From an optimization exercise on the open Yosys and OpenROAD flow, aimed at a short achievable clock period and few clock cycles; shortcuts taken in it are not production practice.
No run shown here included a check of the RTL's function; only the layout flow was run.
No activity file was given, so power comes from the tool's default toggle rates.

--- flow/config.mk ---
export PLATFORM = sky130hd
export DESIGN_NAME = cpuTop
export DESIGN_NICKNAME = cpuTop
export VERILOG_FILES = /design/flow/design.v
export SDC_FILE = /design/flow/constraint.sdc
export NUM_CORES = 4
export LEC_CHECK = 0
export ABC_CLOCK_PERIOD_IN_PS = 2800
export CAP_MARGIN = 20
export CORE_MARGIN = 2
export CORE_UTILIZATION = 40
export SETUP_SLACK_MARGIN = 1.5
export SLEW_MARGIN = 20
--- flow/constraint.sdc ---
create_clock -name core_clock -period 4.4 [get_ports {clk}]
set_input_delay 0.8800 -clock core_clock [delete_from_list [all_inputs] [get_ports {clk}]]
set_output_delay 0.8800 -clock core_clock [all_outputs]
set_load 0.01 [all_outputs]
--- flow/design.v ---
package cpuPkg;
	localparam int wordWidth = 8;                   
	typedef logic [wordWidth-1:0] wordT;            
	localparam logic [3:0] opNop = 4'h0;
	localparam logic [3:0] opMov = 4'h1;            
	localparam logic [3:0] opAdd = 4'h2;
	localparam logic [3:0] opSub = 4'h3;
	localparam logic [3:0] opAnd = 4'h4;
	localparam logic [3:0] opOr  = 4'h5;
	localparam logic [3:0] opOut = 4'h6;            
	localparam logic [3:0] opIn  = 4'h7;            
	localparam logic [3:0] opLdm = 4'h8;            
	localparam logic [3:0] opLdd = 4'h9;            
	localparam logic [3:0] opStd = 4'ha;            
	localparam logic [6:0] fnAdd = 7'b0000001;
	localparam logic [6:0] fnSub = 7'b0000010;
	localparam logic [6:0] fnAnd = 7'b0000100;
	localparam logic [6:0] fnOr  = 7'b0001000;
	localparam logic [6:0] fnMov = 7'b0010000;      
	localparam logic [6:0] fnK   = 7'b0100000;      
	localparam logic [6:0] fnLd  = 7'b1000000;      
	typedef struct packed {
		logic       two;                            
		logic       mem;                            
		logic       out;
		logic       st;
		logic       isIn;
		logic [3:0] selA;                           
		logic [3:0] selB;                           
		logic [3:0] we;                             
		logic [3:0] rd;                             
		logic [6:0] fn;
	} decT;
endpackage
module fetchStage (
	input  logic         clk,
	input  logic         arstN,
	input  cpuPkg::wordT instr,                     
	input  cpuPkg::wordT nextByte,                  
	input  cpuPkg::wordT inPort,
	output cpuPkg::wordT pc,
	output logic [3:0]   exSelAA, exSelBA,          
	output logic [3:0]   exSelAB, exSelBB,
	output logic [27:0]  exWrA, exWrB,              
	output logic [3:0]   exHold,                    
	output cpuPkg::wordT exKA, exKB,                
	output logic         exOutV,
	output logic [3:0]   exOutSel,
	output logic         exStV,
	output logic [3:0]   exStSel,
	output logic [15:0]  exMemLo,                   
	output logic [15:0]  exMemHi                    
);
	cpuPkg::decT d0, d1, dL, dA, dB;
	decodeStage uDec0 (.ins(instr),    .d(d0));
	decodeStage uDec1 (.ins(nextByte), .d(d1));
	function automatic logic ok(input cpuPkg::decT a, input cpuPkg::decT b);
		ok = ~|(a.we & b.rd) && !(a.mem && b.mem) && !(a.out && b.out);
	endfunction
	logic         lv;                               
	logic         vB, keep, keepIn0, step1, immIn0;
	cpuPkg::wordT immA;
	always_comb begin
		if (!lv) begin
			dA      = d0;
			dB      = d1;
			immA    = nextByte;
			vB      = !d0.two && !d1.two && ok(d0, d1);
			keep    = !d0.two && !vB;               
			keepIn0 = 1'b0;
			step1   = 1'b0;
		end else if (dL.two) begin
			dA      = dL;
			dB      = d1;
			immA    = instr;
			vB      = !d1.two && ok(dL, d1);
			keep    = !vB;
			keepIn0 = 1'b0;
			step1   = 1'b0;
		end else begin
			dA      = dL;
			dB      = d0;
			immA    = instr;
			vB      = ok(dL, d0);
			keep    = !(vB && d0.two);
			keepIn0 = !vB;
			step1   = !vB;                          
		end
	end
	assign immIn0 = lv && dL.two;
	always_ff @(posedge clk or negedge arstN) begin
		if (!arstN) begin
			pc     <= '0;
			lv     <= 1'b0;
			exWrA  <= '0;
			exWrB  <= '0;
			exHold <= '1;
			exOutV <= 1'b0;
			exStV  <= 1'b0;
		end else begin
			pc     <= pc + (step1 ? 8'd1 : 8'd2);
			lv     <= keep;
			for (int i = 0; i < 4; i++) begin
				exWrA[7*i +: 7] <= (dA.we[i] && !(vB && dB.we[i])) ? dA.fn : 7'b0;
				exWrB[7*i +: 7] <= (vB && dB.we[i]) ? dB.fn : 7'b0;
			end
			exHold <= ~(dA.we | (vB ? dB.we : 4'b0));
			exOutV <= dA.out || (vB && dB.out);
			exStV  <= dA.st || (vB && dB.st);
		end
	end
	always_ff @(posedge clk) begin
		dL        <= keepIn0 ? d0 : d1;
		exSelAA   <= dA.selA;
		exSelBA   <= dA.selB;
		exSelAB   <= dB.selA;
		exSelBB   <= dB.selB;
		exKA      <= dA.isIn ? inPort : immA;
		exKB      <= dB.isIn ? inPort : nextByte;   
		exOutSel  <= dA.out ? dA.selB : dB.selB;
		exStSel   <= dA.st ? dA.selB : dB.selB;
		exMemLo   <= immIn0 ? (16'b1 << instr[3:0]) : (16'b1 << nextByte[3:0]);
		exMemHi   <= immIn0 ? (16'b1 << instr[7:4]) : (16'b1 << nextByte[7:4]);
	end
endmodule
module regFile (
	input  logic         clk,
	input  logic         arstN,
	input  logic [31:0]  wdata,                     
	output logic [31:0]  regs                       
);
	always_ff @(posedge clk or negedge arstN) begin
		if (!arstN) regs <= '0;
		else        regs <= wdata;
	end
endmodule
module decodeStage (
	input  cpuPkg::wordT        ins,
	output cpuPkg::decT         d
);
	logic [3:0] op, sa, sb;
	assign op = ins[7:4];
	assign sa = 4'b1 << ins[3:2];
	assign sb = 4'b1 << ins[1:0];
	always_comb begin
		d      = '0;
		d.selA = sa;
		d.selB = sb;
		case (op)
			cpuPkg::opMov: begin d.fn = cpuPkg::fnMov; d.we = sa; d.rd = sb; end
			cpuPkg::opAdd: begin d.fn = cpuPkg::fnAdd; d.we = sa; d.rd = sa | sb; end
			cpuPkg::opSub: begin d.fn = cpuPkg::fnSub; d.we = sa; d.rd = sa | sb; end
			cpuPkg::opAnd: begin d.fn = cpuPkg::fnAnd; d.we = sa; d.rd = sa | sb; end
			cpuPkg::opOr:  begin d.fn = cpuPkg::fnOr;  d.we = sa; d.rd = sa | sb; end
			cpuPkg::opOut: begin d.out = 1'b1; d.rd = sb; end
			cpuPkg::opIn:  begin d.fn = cpuPkg::fnK; d.we = sb; d.isIn = 1'b1; end
			cpuPkg::opLdm: begin d.fn = cpuPkg::fnK; d.we = sb; d.two = 1'b1; end
			cpuPkg::opLdd: begin d.fn = cpuPkg::fnLd; d.we = sb; d.two = 1'b1; d.mem = 1'b1; end
			cpuPkg::opStd: begin d.st = 1'b1; d.rd = sb; d.two = 1'b1; d.mem = 1'b1; end
			default: ;
		endcase
	end
endmodule
module executeStage (
	input  logic [31:0]  regs,
	input  logic [3:0]   selAA, selBA, selAB, selBB,
	input  logic [27:0]  wrA, wrB,                  
	input  logic [3:0]   hold,
	input  cpuPkg::wordT kA, kB,
	input  cpuPkg::wordT ldData,
	input  logic         outV,
	input  logic [3:0]   outSel,
	input  logic [3:0]   stSel,
	output logic [31:0]  wdata,
	output cpuPkg::wordT stData,
	output cpuPkg::wordT outPort,
	output logic         outEn
);
	function automatic logic [7:0] rsel(input logic [31:0] r, input logic [3:0] s);
		rsel = ({8{s[0]}} & r[7:0]) | ({8{s[1]}} & r[15:8]) |
		       ({8{s[2]}} & r[23:16]) | ({8{s[3]}} & r[31:24]);
	endfunction
	function automatic logic [7:0] pick(input logic [6:0] w, input logic [7:0] a,
	                                    input logic [7:0] b, input logic [7:0] k,
	                                    input logic [7:0] ld);
		pick = ({8{w[0]}} & (a + b)) | ({8{w[1]}} & (a - b)) |
		       ({8{w[2]}} & (a & b)) | ({8{w[3]}} & (a | b)) |
		       ({8{w[4]}} & b) | ({8{w[5]}} & k) | ({8{w[6]}} & ld);
	endfunction
	cpuPkg::wordT aA, bA, aB, bB;
	assign aA = rsel(regs, selAA);
	assign bA = rsel(regs, selBA);
	assign aB = rsel(regs, selAB);
	assign bB = rsel(regs, selBB);
	always_comb begin
		for (int i = 0; i < 4; i++) begin
			wdata[8*i +: 8] = pick(wrA[7*i +: 7], aA, bA, kA, ldData) |
			                  pick(wrB[7*i +: 7], aB, bB, kB, ldData) |
			                  ({8{hold[i]}} & regs[8*i +: 8]);
		end
	end
	assign stData = rsel(regs, stSel);
	assign outEn   = outV;
	assign outPort = rsel(regs, outSel);
endmodule
module memoryStage (
	input  logic         clk,
	input  logic         we,
	input  logic [15:0]  wlo,                       
	input  logic [15:0]  whi,                       
	input  cpuPkg::wordT wdata,
	input  logic [15:0]  rlo,                       
	input  logic [15:0]  rhi,                       
	output cpuPkg::wordT rdata
);
	cpuPkg::wordT dataMem [256];
	always_ff @(posedge clk) begin
		for (int i = 0; i < 256; i++) begin
			if (we && whi[i / 16] && wlo[i % 16]) dataMem[i] <= wdata;
		end
	end
	always_comb begin
		cpuPkg::wordT grp;
		rdata = '0;
		for (int h = 0; h < 16; h++) begin
			grp = '0;
			for (int l = 0; l < 16; l++) begin
				grp = grp | ({8{rlo[l]}} & dataMem[16*h + l]);
			end
			rdata = rdata | ({8{rhi[h]}} & grp);
		end
	end
endmodule
module cpuTop #(
	parameter int dataMemDepth = 256                
) (
	input  logic         clk,
	input  logic         arstN,
	input  cpuPkg::wordT instr,                     
	input  cpuPkg::wordT nextByte,                  
	input  cpuPkg::wordT inPort,
	output cpuPkg::wordT pc,
	output cpuPkg::wordT outPort,
	output logic         outEn
);
	logic [3:0]   selAA, selBA, selAB, selBB, hold, outSel, stSel;
	logic [27:0]  wrA, wrB;
	cpuPkg::wordT kA, kB, stData, ldData;
	logic [15:0]  memLo, memHi;
	logic         outV, stV;
	logic [31:0]  regs, wdata;
	fetchStage uFetch (
		.clk       (clk),
		.arstN     (arstN),
		.instr     (instr),
		.nextByte  (nextByte),
		.inPort    (inPort),
		.pc        (pc),
		.exSelAA   (selAA),
		.exSelBA   (selBA),
		.exSelAB   (selAB),
		.exSelBB   (selBB),
		.exWrA     (wrA),
		.exWrB     (wrB),
		.exHold    (hold),
		.exKA      (kA),
		.exKB      (kB),
		.exOutV    (outV),
		.exOutSel  (outSel),
		.exStV     (stV),
		.exStSel   (stSel),
		.exMemLo   (memLo),
		.exMemHi   (memHi)
	);
	regFile uRegFile (
		.clk   (clk),
		.arstN (arstN),
		.wdata (wdata),
		.regs  (regs)
	);
	executeStage uExecute (
		.regs    (regs),
		.selAA   (selAA),
		.selBA   (selBA),
		.selAB   (selAB),
		.selBB   (selBB),
		.wrA     (wrA),
		.wrB     (wrB),
		.hold    (hold),
		.kA      (kA),
		.kB      (kB),
		.ldData  (ldData),
		.outV    (outV),
		.outSel  (outSel),
		.stSel   (stSel),
		.wdata   (wdata),
		.stData  (stData),
		.outPort (outPort),
		.outEn   (outEn)
	);
	memoryStage uMemory (
		.clk   (clk),
		.we    (stV),
		.wlo   (memLo),
		.whi   (memHi),
		.wdata (stData),
		.rlo   (memLo),
		.rhi   (memHi),
		.rdata (ldData)
	);
endmodule
--- flow/run.sh ---
#!/bin/bash
# synth_recipe.tcl (not shown) runs the flow's synth.tcl, then flattens the netlist and writes it again
# the make line also repeats each setting of config.mk as NAME=value (left out here)
make -C /OpenROAD-flow-scripts/flow DESIGN_CONFIG=/design/flow/config.mk WORK_HOME=/design/flow/orfs CLKGATE_MAP_FILE= SYNTH_SCRIPT=/design/flow/synth_recipe.tcl finish
==> summary.txt, run 1 <==
Clock transition at path regs: 0.06 ns
RSZ-0062 raised after global routing: yes
WL final: 297000 um
top cells by count, synth: 2048 x edfxtp_1, 521 x a22oi_1, 390 x a221oi_1, 352 x a22o_1, 339 x clkbuf_1
routed via count: 56800
# DRC: 0
top sig layer: met5
share of cells above drive strength 1: 18.2%
simple-gate share of the synthesized area: 5.93%
leading area contributor after synthesis: edfxtp_1
final antenna-violating net count: 0
Placer Congestion: 0.959
initial antenna violation count: 10
post-synthesis adder-cell area fraction: 0.802%
relative slew slack: 24.3%
Post-Syn Area: 87300 um2
ys async rst share: 4.58%
hpwl dp: 174000 um
Die Y: 471 um
# clock sinks: 2247
Area contributors post-synth: edfxtp_1 70%, a22oi_1 4.5%, a221oi_1 3.9%
core area: 217000 um2
Pleak: 0.0350 uW
global-route wire length before repair: 412000 um
Pre-antenna DRT Iters: 10
crit path launch type: flip-flop
Tcrit/Tclk final: 74.1%
Met1 Wirelength: 119000 um
grt ovf: 0
crit path max-delay cell type: or3_4
Pins Over Slew Limit: 0
fmax: 307 MHz
status: timing/DRC/antenna clean
Yosys top cell area share: 70.4%
vias in the first global route: 53700
Yosys warnings: 6
die area: 222000 um2
TritonCTS clock tree: done
Met2 Wirelength: 135000 um
delay-heaviest family, CP: simple AND/OR/NAND/NOR gates
skew final: 0.0812 ns
mux share of post-synthesis cell area: 0.413%
Initial Util: 40.2%
crit path max fanout: 27
VDD IR-drop max: 0.462 mV
fin nets: 5793
number of synthesized flops with an enable pin: 2048
total track usage: 25.5%
DIE WIDTH: 471 um
Worst-Skew Late Latency: 0.88 ns
Least-Margin Pin Slew: 1.14 ns
vias per cell: 6.50
top-count cell post-synth: edfxtp_1
Compound-Gate Fraction of Synth Area: 14.6%
non-filler cells, final: 8750
CP Data Arrival Time: 4.00 ns
largest family of logic cells by synthesized area: compound AO/OA/AOI/OAI gates
Crit Path Class: reg -> reg
Fin Setup TNS: 0 ns
crit path buf inv count: 3
I/O pins: 43
synthesized flop and latch total: 2247
max cap viols: 0
syn avg cell area: 16.0 um2
Synth Instances: 5464
P&R area growth vs syn: 17.9%
port bufs: 42
sequential area share after synthesis: 75.6%
initial DRC count: 9042
critical path, cell by cell: buf_12 > buf_4 > buf_12 > a22o_1 > a221oi_1 > nand4_1 > a22oi_2 > nand4_1 > or3_4 > a21o_1
min-delay worst type: in -> async
CP required: 5.14 ns
Synth Area in XOR/XNOR: 0.318%
Cell variety after synth: 78
max incr delay on CP: 0.53 ns
Rows: 171
cell count after placement: 8151
CP Capture Type: flip-flop
overall power: 55500 uW
syn nets: 5543
Routed WL per cell: 33.9 um
Max clock buf depth: 3
top_reg_cell synth: edfxtp_1
min Tclk post-route: 3.26 ns
CTS root buf: clkbuf_16
met3 wire len: 32900 um
setup violators final: 0
total CTS buffers: 215
power density over cell area: 539 nW/um2
H-Tree Depth: 4
pin count of the biggest net entering global routing: 154
Final Hold Violating Endpoints: 0
==> path summary, 6_finish.rpt <==
check,start,endpoint,slack [ns],cells past startpoint
setup / recovery,uFetch.exMemLo[15],uRegFile.regs[26],1.14,10
hold / removal,arstN,uFetch.exOutV,0.02,1
setup reg to reg,uFetch.exMemLo[15],uRegFile.regs[26],1.14,10
hold reg to reg,uFetch.dL[19],uFetch.exSelAA[0],0.44,2
max in group asynchronous,arstN,uRegFile.regs[14],3.19,3
min in group core_clock,uFetch.dL[19],uFetch.exSelAA[0],0.44,2
==> worst register-to-register path, delay by kind of cell (launching register included) <==
kind            cells  cell delay (ns)
compound gates      4             0.96
flops               1             0.45
buf+inv             3             0.55
simple gates        3             1.19
==> power by group <==
| group | total [uW] | switching [uW] | leakage, uW | internal, uW |
|---|---|---|---|---|
| Sequential | 26900 | 976 | 0.0208 | 25900 |
| Clock | 18100 | 8090 | 0.00331 | 9980 |
| Combinational | 10600 | 7400 | 0.0109 | 3170 |
==> layout make-up <==
type / count / area, um2
fillers: 18300 / 114000
flip-flops and latches: 2247 / 66100
multi-input cells: 2686 / 20800
clock buffers: 269 / 5700
repair buffers: 475 / 5340
well taps: 2854 / 3570
clock inverters: 125 / 1050
inverters: 89 / 339
diodes: 5 / 12.5
==> metal layers <==
metal | vias up | global-route usage (%)
met1 | 29400 | 35.9
met4 | 8 | 7.57
met3 | 535 | 6.16
li1 | 23100 | -
met5 | - | 0
met2 | 3762 | 39.4
==> registers in the layout (all words and copies together) (netlist names), 16 cells and up <==
register,count
uFetch.dL,24
uFetch.exWrA,28
uFetch.exMemHi,16
uFetch.exWrB,28
uFetch.exMemLo,16
uRegFile.regs,32
uMemory.dataMem,2048
==> stage by stage <==
| step | setup slack (ns) | hold WS, ns | area, um2 | utilization (%) |
|---|---|---|---|---|
| floorplan | 1.40 | 0.406 | 87400 | - |
| global placement | 0.0918 | 0.442 | 92100 | 42.4 |
| detailed placement | 0.111 | 0.430 | 92100 | 42.4 |
| CTS | 1.26 | 0.165 | 101000 | 46.7 |
| global route | 1.18 | 0.0373 | 103000 | 47.4 |
| finish | 1.14 | 0.0196 | 103000 | 47.4 |
==> cells in the final DEF, fill, tap and decap left out, drive strengths merged, types with 12 or more instances in the layout <==
cell,n
nand2,179
nor2b,45
o22ai,13
clkinv,97
nor2,145
bufinv,14
xor2,12
a21o,25
clkbuf,283
nand4,166
edfxtp,2048
a31oi,21
clkdlybuf4s50,24
nand3,109
dfxtp,96
a22oi,521
xnor2,18
dfrtp,99
a22o,352
a222oi,40
buf,420
ha,48
mux2i,24
a221oi,395
and3,263
inv,99
nor3,17
a21oi,51
o21ai,111
==> cell families (layout without fill, tap and decap cells) <==
kind of cell / count (synthesis) / after routing
simple gates: 975 / 975
compound gates: 1596 / 1596
flops: 2247 / 2247
xor+xnor: 30 / 30
buf+inv: 531 / 958
other cells: 0 / 5
mux: 32 / 32
fa+ha+maj: 53 / 53
==> timing repair <==
action | CTS | global route
pin swaps | 103 | 99
buffers inserted | 119 | 63
endpoints found under the setup margin | 102 | 100
cloned | 5 | 11
gates resized for setup | 268 | 159
hold buffers | 0 | 0
==> run 2, diff against run 1 <==
--- a/flow/design.v
+++ b/flow/design.v
@@ -180,10 +180,26 @@
 		rsel = ({8{s[0]}} & r[7:0]) | ({8{s[1]}} & r[15:8]) |
 		       ({8{s[2]}} & r[23:16]) | ({8{s[3]}} & r[31:24]);
 	endfunction
+	function automatic logic [7:0] ksAdd(input logic [7:0] a, input logic [7:0] b,
+	                                     input logic cin);
+		logic [7:0] p, g, gg, pp;
+		p  = a ^ b;
+		g  = a & b;
+		g[0] = g[0] | (p[0] & cin);
+		gg = g;
+		pp = p;
+		for (int d = 1; d < 8; d = d * 2) begin
+			for (int i = 7; i >= d; i--) begin
+				gg[i] = gg[i] | (pp[i] & gg[i - d]);
+				pp[i] = pp[i] & pp[i - d];
+			end
+		end
+		ksAdd = p ^ {gg[6:0], cin};
+	endfunction
 	function automatic logic [7:0] pick(input logic [6:0] w, input logic [7:0] a,
 	                                    input logic [7:0] b, input logic [7:0] k,
 	                                    input logic [7:0] ld);
-		pick = ({8{w[0]}} & (a + b)) | ({8{w[1]}} & (a - b)) |
+		pick = ({8{w[0]}} & ksAdd(a, b, 1'b0)) | ({8{w[1]}} & ksAdd(a, ~b, 1'b1)) |
 		       ({8{w[2]}} & (a & b)) | ({8{w[3]}} & (a | b)) |
 		       ({8{w[4]}} & b) | ({8{w[5]}} & k) | ({8{w[6]}} & ld);
 	endfunction
==> flow/config.mk (replaced) <==
export PLATFORM = sky130hd
export DESIGN_NAME = cpuTop
export DESIGN_NICKNAME = cpuTop
export VERILOG_FILES = /design/flow/design.v
export SDC_FILE = /design/flow/constraint.sdc
export NUM_CORES = 4
export LEC_CHECK = 0
export ABC_CLOCK_PERIOD_IN_PS = 1900
export CAP_MARGIN = 20
export CORE_MARGIN = 2
export CORE_UTILIZATION = 40
export SETUP_SLACK_MARGIN = 2.5
export SLEW_MARGIN = 20
==> summary.txt, run 2 <==
status: timing/DRC/antenna clean (unchanged)
RSZ-0062 raised after global routing: yes (unchanged)
Tcrit/Tclk final: 74.6% (was 74.1%)
final antenna-violating net count: 0 (unchanged)
fin nets: 5873 (was 5793)
crit path max fanout: 15 (was 27)
syn avg cell area: 16.0 um2 (about the same)
crit path launch type: flip-flop (unchanged)
skew final: 0.0606 ns (was 0.0812 ns)
routed via count: 58300 (was 56800)
Regs by FF count: uMemory.dataMem (2048), uRegFile.regs (32) (unchanged)
Pins Over Slew Limit: 0 (unchanged)
top_reg_cell synth: edfxtp_1 (unchanged)
Area contributors post-synth: edfxtp_1 70%, a22oi_1 4.8%, a221oi_1 3.7% (was edfxtp_1 70%, a22oi_1 4.5%, a221oi_1 3.9%)
Rows: 171 (unchanged)
Clock transition at path regs: 0.07 ns (was 0.06 ns)
fmax: 305 MHz (was 307 MHz)
delay-heaviest family, CP: simple AND/OR/NAND/NOR gates (unchanged)
CP required: 5.12 ns (was 5.14 ns)
max reg flops: 2048 (unchanged)
Cell variety after synth: 78 (unchanged)
number of synthesized flops with an enable pin: 2048 (unchanged)
WL final: 318000 um (was 297000 um)
Crit Path Class: reg -> reg (unchanged)
leading area contributor after synthesis: edfxtp_1 (unchanged)
vias per cell: 6.60 (was 6.50)
H-Tree Depth: 4 (unchanged)
initial antenna violation count: 8 (was 10)
crit path buf inv count: 2 (was 3)
die area: 222000 um2 (about the same)
top cells by count, synth: 2048 x edfxtp_1, 563 x a22oi_1, 368 x a221oi_1, 330 x a22o_1, 258 x and3_1 (was 2048 x edfxtp_1, 521 x a22oi_1, 390 x a221oi_1, 352 x a22o_1, 339 x clkbuf_1)
CP Capture Type: flip-flop (unchanged)
min Tclk post-route: 3.28 ns (was 3.26 ns)
Max clock buf depth: 3 (unchanged)
cell count after placement: 8130 (was 8151)
Pre-antenna DRT Iters: 10 (unchanged)
crit path max-delay cell type: nand4_1 (was or3_4)
max cap viols: 0 (unchanged)
most frequent cells in the layout: 2048 x edfxtp_1, 512 x a22oi_1, 344 x buf_4 (was 2048 x edfxtp_1, 482 x a22oi_1, 350 x a22o_1)
vias in the first global route: 54500 (was 53700)
Routed WL per cell: 36.1 um (was 33.9 um)
Post-Syn Area: 87300 um2 (about the same)
CP Data Arrival Time: 4.00 ns (about the same)
I/O pins: 43 (unchanged)
initial DRC count: 9602 (was 9042)
Placer Congestion: 0.949 (was 0.959)
Largest Register: uMemory.dataMem (unchanged)
setup violators final: 0 (unchanged)
Fin Setup TNS: 0 ns (unchanged)
non-filler cells, final: 8831 (was 8750)
Critical R2R Capture: uRegFile.regs[22] (was uRegFile.regs[26])
port bufs: 42 (unchanged)
Final Hold Violating Endpoints: 0 (unchanged)
max incr delay on CP: 0.50 ns (was 0.53 ns)
worst r2r src: uFetch.exMemLo[5] (was uFetch.exMemLo[15])
grt ovf: 0 (unchanged)
total CTS buffers: 216 (was 215)
global-route wire length before repair: 429000 um (was 412000 um)
ys async rst share: 4.58% (unchanged)
Pleak: 0.0359 uW (was 0.0350 uW)
syn nets: 5522 (was 5543)
Worst-Skew Late Latency: 0.87 ns (was 0.88 ns)
CTS root buf: clkbuf_16 (unchanged)
Least-Margin Pin Slew: 1.10 ns (was 1.14 ns)
CP most frequent cell: nand4_1
VDD IR-drop max: 0.435 mV (was 0.462 mV)
total track usage: 26.9% (was 25.5%)
Initial Util: 40.2% (about the same)
power density over cell area: 555 nW/um2 (was 539 nW/um2)
critical path, cell by cell: buf_8 > buf_4 > a221oi_1 > nand4_1 > a22oi_1 > nand4_1 > or3_4 > a221o_1 (was buf_12 > buf_4 > buf_12 > a22o_1 > a221oi_1 > nand4_1 > a22oi_2 > nand4_1 > or3_4 > a21o_1)
min-delay worst type: in -> async (unchanged)
# DRC: 0 (unchanged)
Hold-fix buffers, CTS: 0 (unchanged)
relative slew slack: 25.7% (was 24.3%)
Die Y: 471 um (about the same)
DIE WIDTH: 471 um (about the same)
share of cells above drive strength 1: 25.5% (was 18.2%)
TritonCTS clock tree: done (unchanged)
most common cell after layout, fill and taps aside: edfxtp_1 (unchanged)
synthesized flop and latch total: 2247 (unchanged)
Yosys top cell area share: 70.4% (about the same)
hpwl dp: 176000 um (was 174000 um)
Yosys warnings: 6 (unchanged)
top-count cell post-synth: edfxtp_1 (unchanged)
P&R area growth vs syn: 20.4% (was 17.9%)
sequential area share after synthesis: 75.6% (about the same)
core area: 217000 um2 (about the same)
Synth Instances: 5443 (was 5464)
cells on worst reg2reg path: 8 (was 10)
reg2reg setup slack: 1.12 ns (was 1.14 ns)
pin count of the biggest net entering global routing: 119 (was 154)
# clock sinks: 2247 (unchanged)
==> run 2: cell types whose count changed after synthesis, moves of 12 or more <==
cell      delta
clkbuf_1    -98
a22o_1      -22
nand2b_1    +13
a221oi_1    -22
nor3_1      +22
a22oi_1     +42
nor2b_1     -30
o21ai_0     -12
buf_2       +92
nor2_1      +12
nand2_1     -43
==> run 2: kinds of logic after synthesis <==
kind of cell               after synthesis  share of synthesized area (%)
DFF                                   2247                           75.6
AOI/OAI and AO/OA                     1602                           14.5
and+or+nand+nor                        944                           5.75
buffers and inverters                  526                           2.55
adders and majority gates               53                          0.803
muxes                                   42                          0.513
xor gates and xnor gates                29                          0.317
==> run 2: area by class of cell <==
| cell class | count | area (um2) |
|---|---|---|
| Sequential cell | 2247 | 66200 |
| Fill cell | 18100 | 112000 |
| Clock inverter | 125 | 1240 |
| Antenna cell | 4 | 10.0 |
| Multi-Input combinational cell | 2689 | 21800 |
| Tap cell | 2854 | 3570 |
| Inverter | 81 | 309 |
| Timing Repair Buffer | 559 | 6230 |
| Clock buffer | 272 | 5790 |
==> run 2: power breakdown <==
group          switching, uW  leakage (uW)  total (uW)  internal [uW]
sequential               975        0.0211       27000          26000
combinational           9000        0.0114       12800           3770
clock                   8220       0.00343       18600          10400
==> run 2: timing repair <==
item                                    in CTS  in global routing
resized for setup                          650                329
setup buffers                              186                 75
gates cloned                                20                 19
pin swaps                                  158                134
endpoints found under the setup margin    4056               1953
==> run 2: metal layers <==
layer  vias up  part of all wire (%)  GRT usage [%]
li1      23300                     -              -
met1     30100                    39           37.7
met2      4235                    45           41.2
met3       709                    12           5.93
met4         4                   4.4           9.97
met5         -                0.0085              0
==> run 2: through the flow <==
| step | hold WS, ns | cell area (um2) | utilization, % | setup WS [ns] | power, uW |
|---|---|---|---|---|---|
| after floorplan | 0.406 | 87500 | - | 1.46 | 32300 |
| after global placement | 0.451 | 91900 | 42.3 | 0.235 | 36700 |
| after detailed placement | 0.446 | 91900 | 42.3 | 0.303 | 36800 |
| after CTS | 0.00898 | 103000 | 47.5 | 1.18 | 56700 |
| after global routing | 0.0644 | 105000 | 48.5 | 1.16 | 59600 |
| final | 0.0389 | 105000 | 48.5 | 1.12 | 58400 |
==> run 2: worst max path at each step <==
stage | from | endpoint | slack, ns | cells past startpoint
after floorplan | instr[3] | uFetch.pc[7] | 1.46 | 12
after global placement | instr[6] | uFetch.pc[6] | 0.23 | 11
after detailed placement | instr[6] | uFetch.pc[4] | 0.30 | 10
after CTS | uFetch.exMemLo[10] | uRegFile.regs[22] | 1.18 | 9
after global routing | uFetch.exMemLo[0] | uRegFile.regs[21] | 1.16 | 8
final | uFetch.exMemLo[5] | uRegFile.regs[22] | 1.12 | 8
==> run 3, diff against run 2 <==
--- a/flow/design.v
+++ b/flow/design.v
@@ -41,8 +41,8 @@
 	output cpuPkg::wordT pc,
 	output logic [3:0]   exSelAA, exSelBA,          
 	output logic [3:0]   exSelAB, exSelBB,
-	output logic [27:0]  exWrA, exWrB,              
-	output logic [3:0]   exHold,                    
+	output logic [6:0]   exFnA, exFnB,
+	output logic [3:0]   exWeA, exWeB,              
 	output cpuPkg::wordT exKA, exKB,                
 	output logic         exOutV,
 	output logic [3:0]   exOutSel,
@@ -92,19 +92,15 @@
 		if (!arstN) begin
 			pc     <= '0;
 			lv     <= 1'b0;
-			exWrA  <= '0;
-			exWrB  <= '0;
-			exHold <= '1;
+			exWeA  <= '0;
+			exWeB  <= '0;
 			exOutV <= 1'b0;
 			exStV  <= 1'b0;
 		end else begin
 			pc     <= pc + (step1 ? 8'd1 : 8'd2);
 			lv     <= keep;
-			for (int i = 0; i < 4; i++) begin
-				exWrA[7*i +: 7] <= (dA.we[i] && !(vB && dB.we[i])) ? dA.fn : 7'b0;
-				exWrB[7*i +: 7] <= (vB && dB.we[i]) ? dB.fn : 7'b0;
-			end
-			exHold <= ~(dA.we | (vB ? dB.we : 4'b0));
+			exWeA  <= dA.we & ~(vB ? dB.we : 4'b0);
+			exWeB  <= vB ? dB.we : 4'b0;
 			exOutV <= dA.out || (vB && dB.out);
 			exStV  <= dA.st || (vB && dB.st);
 		end
@@ -115,6 +111,8 @@
 		exSelBA   <= dA.selB;
 		exSelAB   <= dB.selA;
 		exSelBB   <= dB.selB;
+		exFnA     <= dA.fn;
+		exFnB     <= dB.fn;
 		exKA      <= dA.isIn ? inPort : immA;
 		exKB      <= dB.isIn ? inPort : nextByte;   
 		exOutSel  <= dA.out ? dA.selB : dB.selB;
@@ -164,8 +162,8 @@
 module executeStage (
 	input  logic [31:0]  regs,
 	input  logic [3:0]   selAA, selBA, selAB, selBB,
-	input  logic [27:0]  wrA, wrB,                  
-	input  logic [3:0]   hold,
+	input  logic [6:0]   fnA, fnB,
+	input  logic [3:0]   weA, weB,
 	input  cpuPkg::wordT kA, kB,
 	input  cpuPkg::wordT ldData,
 	input  logic         outV,
@@ -180,39 +178,19 @@
 		rsel = ({8{s[0]}} & r[7:0]) | ({8{s[1]}} & r[15:8]) |
 		       ({8{s[2]}} & r[23:16]) | ({8{s[3]}} & r[31:24]);
 	endfunction
-	function automatic logic [7:0] ksAdd(input logic [7:0] a, input logic [7:0] b,
-	                                     input logic cin);
-		logic [7:0] p, g, gg, pp;
-		p  = a ^ b;
-		g  = a & b;
-		g[0] = g[0] | (p[0] & cin);
-		gg = g;
-		pp = p;
-		for (int d = 1; d < 8; d = d * 2) begin
-			for (int i = 7; i >= d; i--) begin
-				gg[i] = gg[i] | (pp[i] & gg[i - d]);
-				pp[i] = pp[i] & pp[i - d];
-			end
-		end
-		ksAdd = p ^ {gg[6:0], cin};
-	endfunction
-	function automatic logic [7:0] pick(input logic [6:0] w, input logic [7:0] a,
-	                                    input logic [7:0] b, input logic [7:0] k,
-	                                    input logic [7:0] ld);
-		pick = ({8{w[0]}} & ksAdd(a, b, 1'b0)) | ({8{w[1]}} & ksAdd(a, ~b, 1'b1)) |
-		       ({8{w[2]}} & (a & b)) | ({8{w[3]}} & (a | b)) |
-		       ({8{w[4]}} & b) | ({8{w[5]}} & k) | ({8{w[6]}} & ld);
+	function automatic logic [7:0] alu(input logic [7:0] a, input logic [7:0] b,
+	                                   input logic [6:0] fn, input logic [7:0] k,
+	                                   input logic [7:0] ld);
+		alu = ({8{fn[0]}} & (a + b)) | ({8{fn[1]}} & (a - b)) |
+		      ({8{fn[2]}} & (a & b)) | ({8{fn[3]}} & (a | b)) |
+		      ({8{fn[4]}} & b) | ({8{fn[5]}} & k) | ({8{fn[6]}} & ld);
 	endfunction
-	cpuPkg::wordT aA, bA, aB, bB;
-	assign aA = rsel(regs, selAA);
-	assign bA = rsel(regs, selBA);
-	assign aB = rsel(regs, selAB);
-	assign bB = rsel(regs, selBB);
+	cpuPkg::wordT resA, resB;
+	assign resA = alu(rsel(regs, selAA), rsel(regs, selBA), fnA, kA, ldData);
+	assign resB = alu(rsel(regs, selAB), rsel(regs, selBB), fnB, kB, ldData);
 	always_comb begin
 		for (int i = 0; i < 4; i++) begin
-			wdata[8*i +: 8] = pick(wrA[7*i +: 7], aA, bA, kA, ldData) |
-			                  pick(wrB[7*i +: 7], aB, bB, kB, ldData) |
-			                  ({8{hold[i]}} & regs[8*i +: 8]);
+			wdata[8*i +: 8] = weB[i] ? resB : (weA[i] ? resA : regs[8*i +: 8]);
 		end
 	end
 	assign stData = rsel(regs, stSel);
@@ -259,8 +237,8 @@
 	output cpuPkg::wordT outPort,
 	output logic         outEn
 );
-	logic [3:0]   selAA, selBA, selAB, selBB, hold, outSel, stSel;
-	logic [27:0]  wrA, wrB;
+	logic [3:0]   selAA, selBA, selAB, selBB, weA, weB, outSel, stSel;
+	logic [6:0]   fnA, fnB;
 	cpuPkg::wordT kA, kB, stData, ldData;
 	logic [15:0]  memLo, memHi;
 	logic         outV, stV;
@@ -276,9 +254,10 @@
 		.exSelBA   (selBA),
 		.exSelAB   (selAB),
 		.exSelBB   (selBB),
-		.exWrA     (wrA),
-		.exWrB     (wrB),
-		.exHold    (hold),
+		.exFnA     (fnA),
+		.exFnB     (fnB),
+		.exWeA     (weA),
+		.exWeB     (weB),
 		.exKA      (kA),
 		.exKB      (kB),
 		.exOutV    (outV),
@@ -300,9 +279,10 @@
 		.selBA   (selBA),
 		.selAB   (selAB),
 		.selBB   (selBB),
-		.wrA     (wrA),
-		.wrB     (wrB),
-		.hold    (hold),
+		.fnA     (fnA),
+		.fnB     (fnB),
+		.weA     (weA),
+		.weB     (weB),
 		.kA      (kA),
 		.kB      (kB),
 		.ldData  (ldData),
==> flow/config.mk (replaced) <==
export PLATFORM = sky130hd
export DESIGN_NAME = cpuTop
export DESIGN_NICKNAME = cpuTop
export VERILOG_FILES = /design/flow/design.v
export SDC_FILE = /design/flow/constraint.sdc
export NUM_CORES = 4
export LEC_CHECK = 0
export ABC_CLOCK_PERIOD_IN_PS = 2800
export CAP_MARGIN = 20
export CORE_MARGIN = 2
export CORE_UTILIZATION = 40
export SETUP_SLACK_MARGIN = 1.5
export SLEW_MARGIN = 20
==> summary.txt, run 3 <==
top-count cell post-synth: edfxtp_1 (unchanged)
overall power: 57100 uW (was 58400 uW)
met3 GRT Util: 4.67% (was 5.93%)
grt ovf: 0 (unchanged)
Largest Register: uMemory.dataMem (unchanged)
Pleak: 0.0334 uW (was 0.0359 uW)
synthesized flop and latch total: 2209 (was 2247)
routing usage on met1: 34.8% (was 37.7%)
power density over cell area: 572 nW/um2 (was 555 nW/um2)
CP required: 5.11 ns (was 5.12 ns)
Yosys warnings: 6 (unchanged)
total track usage: 24.4% (was 26.9%)
initial DRC count: 7567 (was 9602)
Regs by FF count: uMemory.dataMem (2048), uRegFile.regs (32), uFetch.dL (24) (was uMemory.dataMem (2048), uRegFile.regs (32))
TritonCTS clock tree: done (unchanged)
Max clock buf depth: 3 (unchanged)
max incr delay on CP: 0.47 ns (was 0.50 ns)
syn avg cell area: 17.0 um2 (was 16.0 um2)
sequential area share after synthesis: 76.4% (was 75.6%)
vias per cell: 6.37 (was 6.60)
crit path max-delay cell type: dfxtp_4 (was nand4_1)
crit path buf inv count: 3 (was 2)
# clock sinks: 2209 (was 2247)
ys async rst share: 2.31% (was 4.58%)
CP Data Arrival Time: 4.00 ns (about the same)
CP Capture Type: flip-flop (unchanged)
delay-heaviest family, CP: compound AO/OA/AOI/OAI gates (was simple AND/OR/NAND/NOR gates)
port bufs: 42 (unchanged)
Crit Path Class: reg -> reg (unchanged)
Worst-Skew Late Latency: 0.88 ns (was 0.87 ns)
number of diodes: 0 (was 4)
setup violators final: 0 (unchanged)
RSZ-0062 raised after global routing: yes (unchanged)
crit path launch type: flip-flop (unchanged)
Final Hold Violating Endpoints: 0 (unchanged)
skew final: 0.0610 ns (was 0.0606 ns)
vias in the first global route: 49600 (was 54500)
fin nets: 5324 (was 5873)
core area: 212000 um2 (was 217000 um2)
most frequent cells in the layout: 2048 x edfxtp_1, 513 x a22o_1, 384 x a221oi_1 (was 2048 x edfxtp_1, 512 x a22oi_1, 344 x buf_4)
Initial Util: 40.2% (about the same)
Least-Margin Pin Slew: 1.20 ns (was 1.10 ns)
Cell variety after synth: 70 (was 78)
GR met2 Demand/Resource: 37.5% (was 41.2%)
Routed WL per cell: 33.1 um (was 36.1 um)
routed via count: 52600 (was 58300)
P&R area growth vs syn: 17.2% (was 20.4%)
share of cells above drive strength 1: 18.9% (was 25.5%)
status: timing/DRC/antenna clean (unchanged)
CP most frequent cell: nand4_1 (unchanged)
Clock transition at path regs: 0.07 ns (about the same)
pin count of the biggest net entering global routing: 142 (was 119)
global-route wire length before repair: 382000 um (was 429000 um)
fmax: 304 MHz (was 305 MHz)
Yosys top cell area share: 72.3% (was 70.4%)
# DRC: 0 (unchanged)
max cap viols: 0 (unchanged)
total CTS buffers: 214 (was 216)
syn nets: 5086 (was 5522)
Pre-antenna DRT Iters: 7 (was 10)
Die Y: 465 um (was 471 um)
GRT busiest layer: met2 (unchanged)
most common cell after layout, fill and taps aside: edfxtp_1 (unchanged)
Area contributors post-synth: edfxtp_1 72%, a22o_1 5.3%, a221oi_1 5.2% (was edfxtp_1 70%, a22oi_1 4.8%, a221oi_1 3.7%)
die area: 216000 um2 (was 222000 um2)
hold_ws: 0.165 ns (was 0.0389 ns)
top_reg_cell synth: edfxtp_1 (unchanged)
crit path max fanout: 6 (was 15)
Pins Over Slew Limit: 0 (unchanged)
initial antenna violation count: 4 (was 8)
Placer Congestion: 0.870 (was 0.949)
max reg flops: 2048 (unchanged)
number of synthesized flops with an enable pin: 2048 (unchanged)
WL final: 273000 um (was 318000 um)
Post-Syn Area: 85100 um2 (was 87300 um2)
min Tclk post-route: 3.29 ns (was 3.28 ns)
Tcrit/Tclk final: 74.7% (was 74.6%)
DIE WIDTH: 465 um (was 471 um)
VDD IR-drop max: 0.700 mV (was 0.435 mV)
Synth Instances: 5007 (was 5443)
Rows: 169 (was 171)
relative slew slack: 19.9% (was 25.7%)
critical path, cell by cell: buf_12 > buf_16 > a22o_1 > a221oi_2 > nand4_1 > a22oi_2 > nand4_1 > buf_4 > o31ai_4 > a41o_1 > mux2i_1 (was buf_8 > buf_4 > a221oi_1 > nand4_1 > a22oi_1 > nand4_1 > or3_4 > a221o_1)
I/O pins: 43 (unchanged)
Fin Setup TNS: 0 ns (unchanged)
H-Tree Depth: 4 (unchanged)
min-delay worst type: in -> async (unchanged)
final antenna-violating net count: 0 (unchanged)
CTS root buf: clkbuf_16 (unchanged)
leading area contributor after synthesis: edfxtp_1 (unchanged)
top cells by count, synth: 2048 x edfxtp_1, 516 x a22o_1, 501 x a221oi_1, 259 x and3_1, 183 x clkbuf_1 (was 2048 x edfxtp_1, 563 x a22oi_1, 368 x a221oi_1, 330 x a22o_1, 258 x and3_1)
hpwl dp: 158000 um (was 176000 um)
[run 3: cell types whose count changed in the layout (fill, tap and decap cells not counted), moves of 43 or more]
cell	delta
buf_6	-44
dfrtp_1	-43
a22o_1	+184
a22oi_1	-386
and3_2	-164
and3_1	+188
a221oi_1	+116
buf_4	-84
nand3_1	-94
[run 3: final cells by class]
cell class	count	area (um2)
inverter	62	233
timing repair buffer	422	4750
fill	17800	112000
sequential	2209	65100
tap	2821	3530
multi-input combinational	2336	19300
clock buffer	262	5650
clock inverter	144	1190
[run 3: logic make-up (layout without fill, tap and decap cells)]
kind of cell	count (synthesis)	count (layout)	synth area share (%)
buf+inv	462	890	2.81
simple gates	725	725	4.63
fa+ha+maj	53	53	0.823
mux	67	67	0.804
flops	2209	2209	76.4
xor+xnor	24	24	0.247
compound gates	1467	1467	14.3
[run 3: final timing paths]
check | startpoint | end | slack (ns) | cells after the start
max | uFetch.exMemLo[4] | uRegFile.regs[30] | 1.11 | 11
min in group core_clock | uFetch.dL[1] | uFetch.exFnA[1] | 0.43 | 2
max reg2reg | uFetch.exMemLo[4] | uRegFile.regs[30] | 1.11 | 11
min | arstN | uRegFile.regs[15] | 0.17 | 2
min reg2reg | uFetch.dL[1] | uFetch.exFnA[1] | 0.43 | 2
max in group asynchronous | arstN | uFetch.pc[1] | 3.69 | 2
[run 3: where the power goes]
group	internal [uW]	switching (uW)	total [uW]	leakage, uW
registers	27000	883	27800	0.0201
clock network	9800	8200	18000	0.00336
logic	3070	8150	11200	0.00997
[run 3: per-stage QoR]
step	util (%)	instances	setup slack, ns	area [um2]
after floorplan	-	5007	1.38	85200
after global placement	42.2	7705	0.572	89400
after detailed placement	42.2	7705	0.604	89400
after CTS	46.5	8214	1.19	98600
after global routing	47.1	8256	1.08	99700
final	47.1	8256	1.11	99700
[run 3: timing repair]
item	in CTS	in global routing
buffers inserted	95	37
gates resized for setup	223	147
gates cloned	8	5
pin swaps	84	65
setup endpoints to repair	41	52
hold buffers	0	0
[run 3: metal layers]
layer	wire, um	part of all wire [%]
met1	111000	41
met2	125000	46
met3	28000	10
met4	9460	3.5
met5	13	0.0048

[afterwards: timing with drivers on the ports]
How much do the figures lean on ideal ports? The routed layouts below were timed once more, with nothing changed but the port constraints.
Step 1 assumes that a clkbuf_16 drives the clock port and a buf_2 every other input.
Step 2 moves the port delays by t, midway between the first and last clock arrival at a register: inputs arrive t later, outputs are due t later. That takes back most of the time a late clock gives input paths.
a / b / c = no drivers / after step 1 / after step 2; a / b = the first two.
run	t, ns	setup WS [ns]	worst hold slack (ns)
run 1	0.925	1.139 / 1.139 / 0.684	0.020 / -0.043 / 0.436
run 2	0.935	1.120 / 1.120 / 1.120	0.039 / -0.029 / 0.471
run 3	0.954	1.114 / 1.114 / 0.761	0.165 / 0.122 / 0.435
After both steps setup and hold are still met in every run listed. For run 1, which loses most, drivers alone change the setup slack by 0.000 ns; drivers and shift together by -0.455 ns.
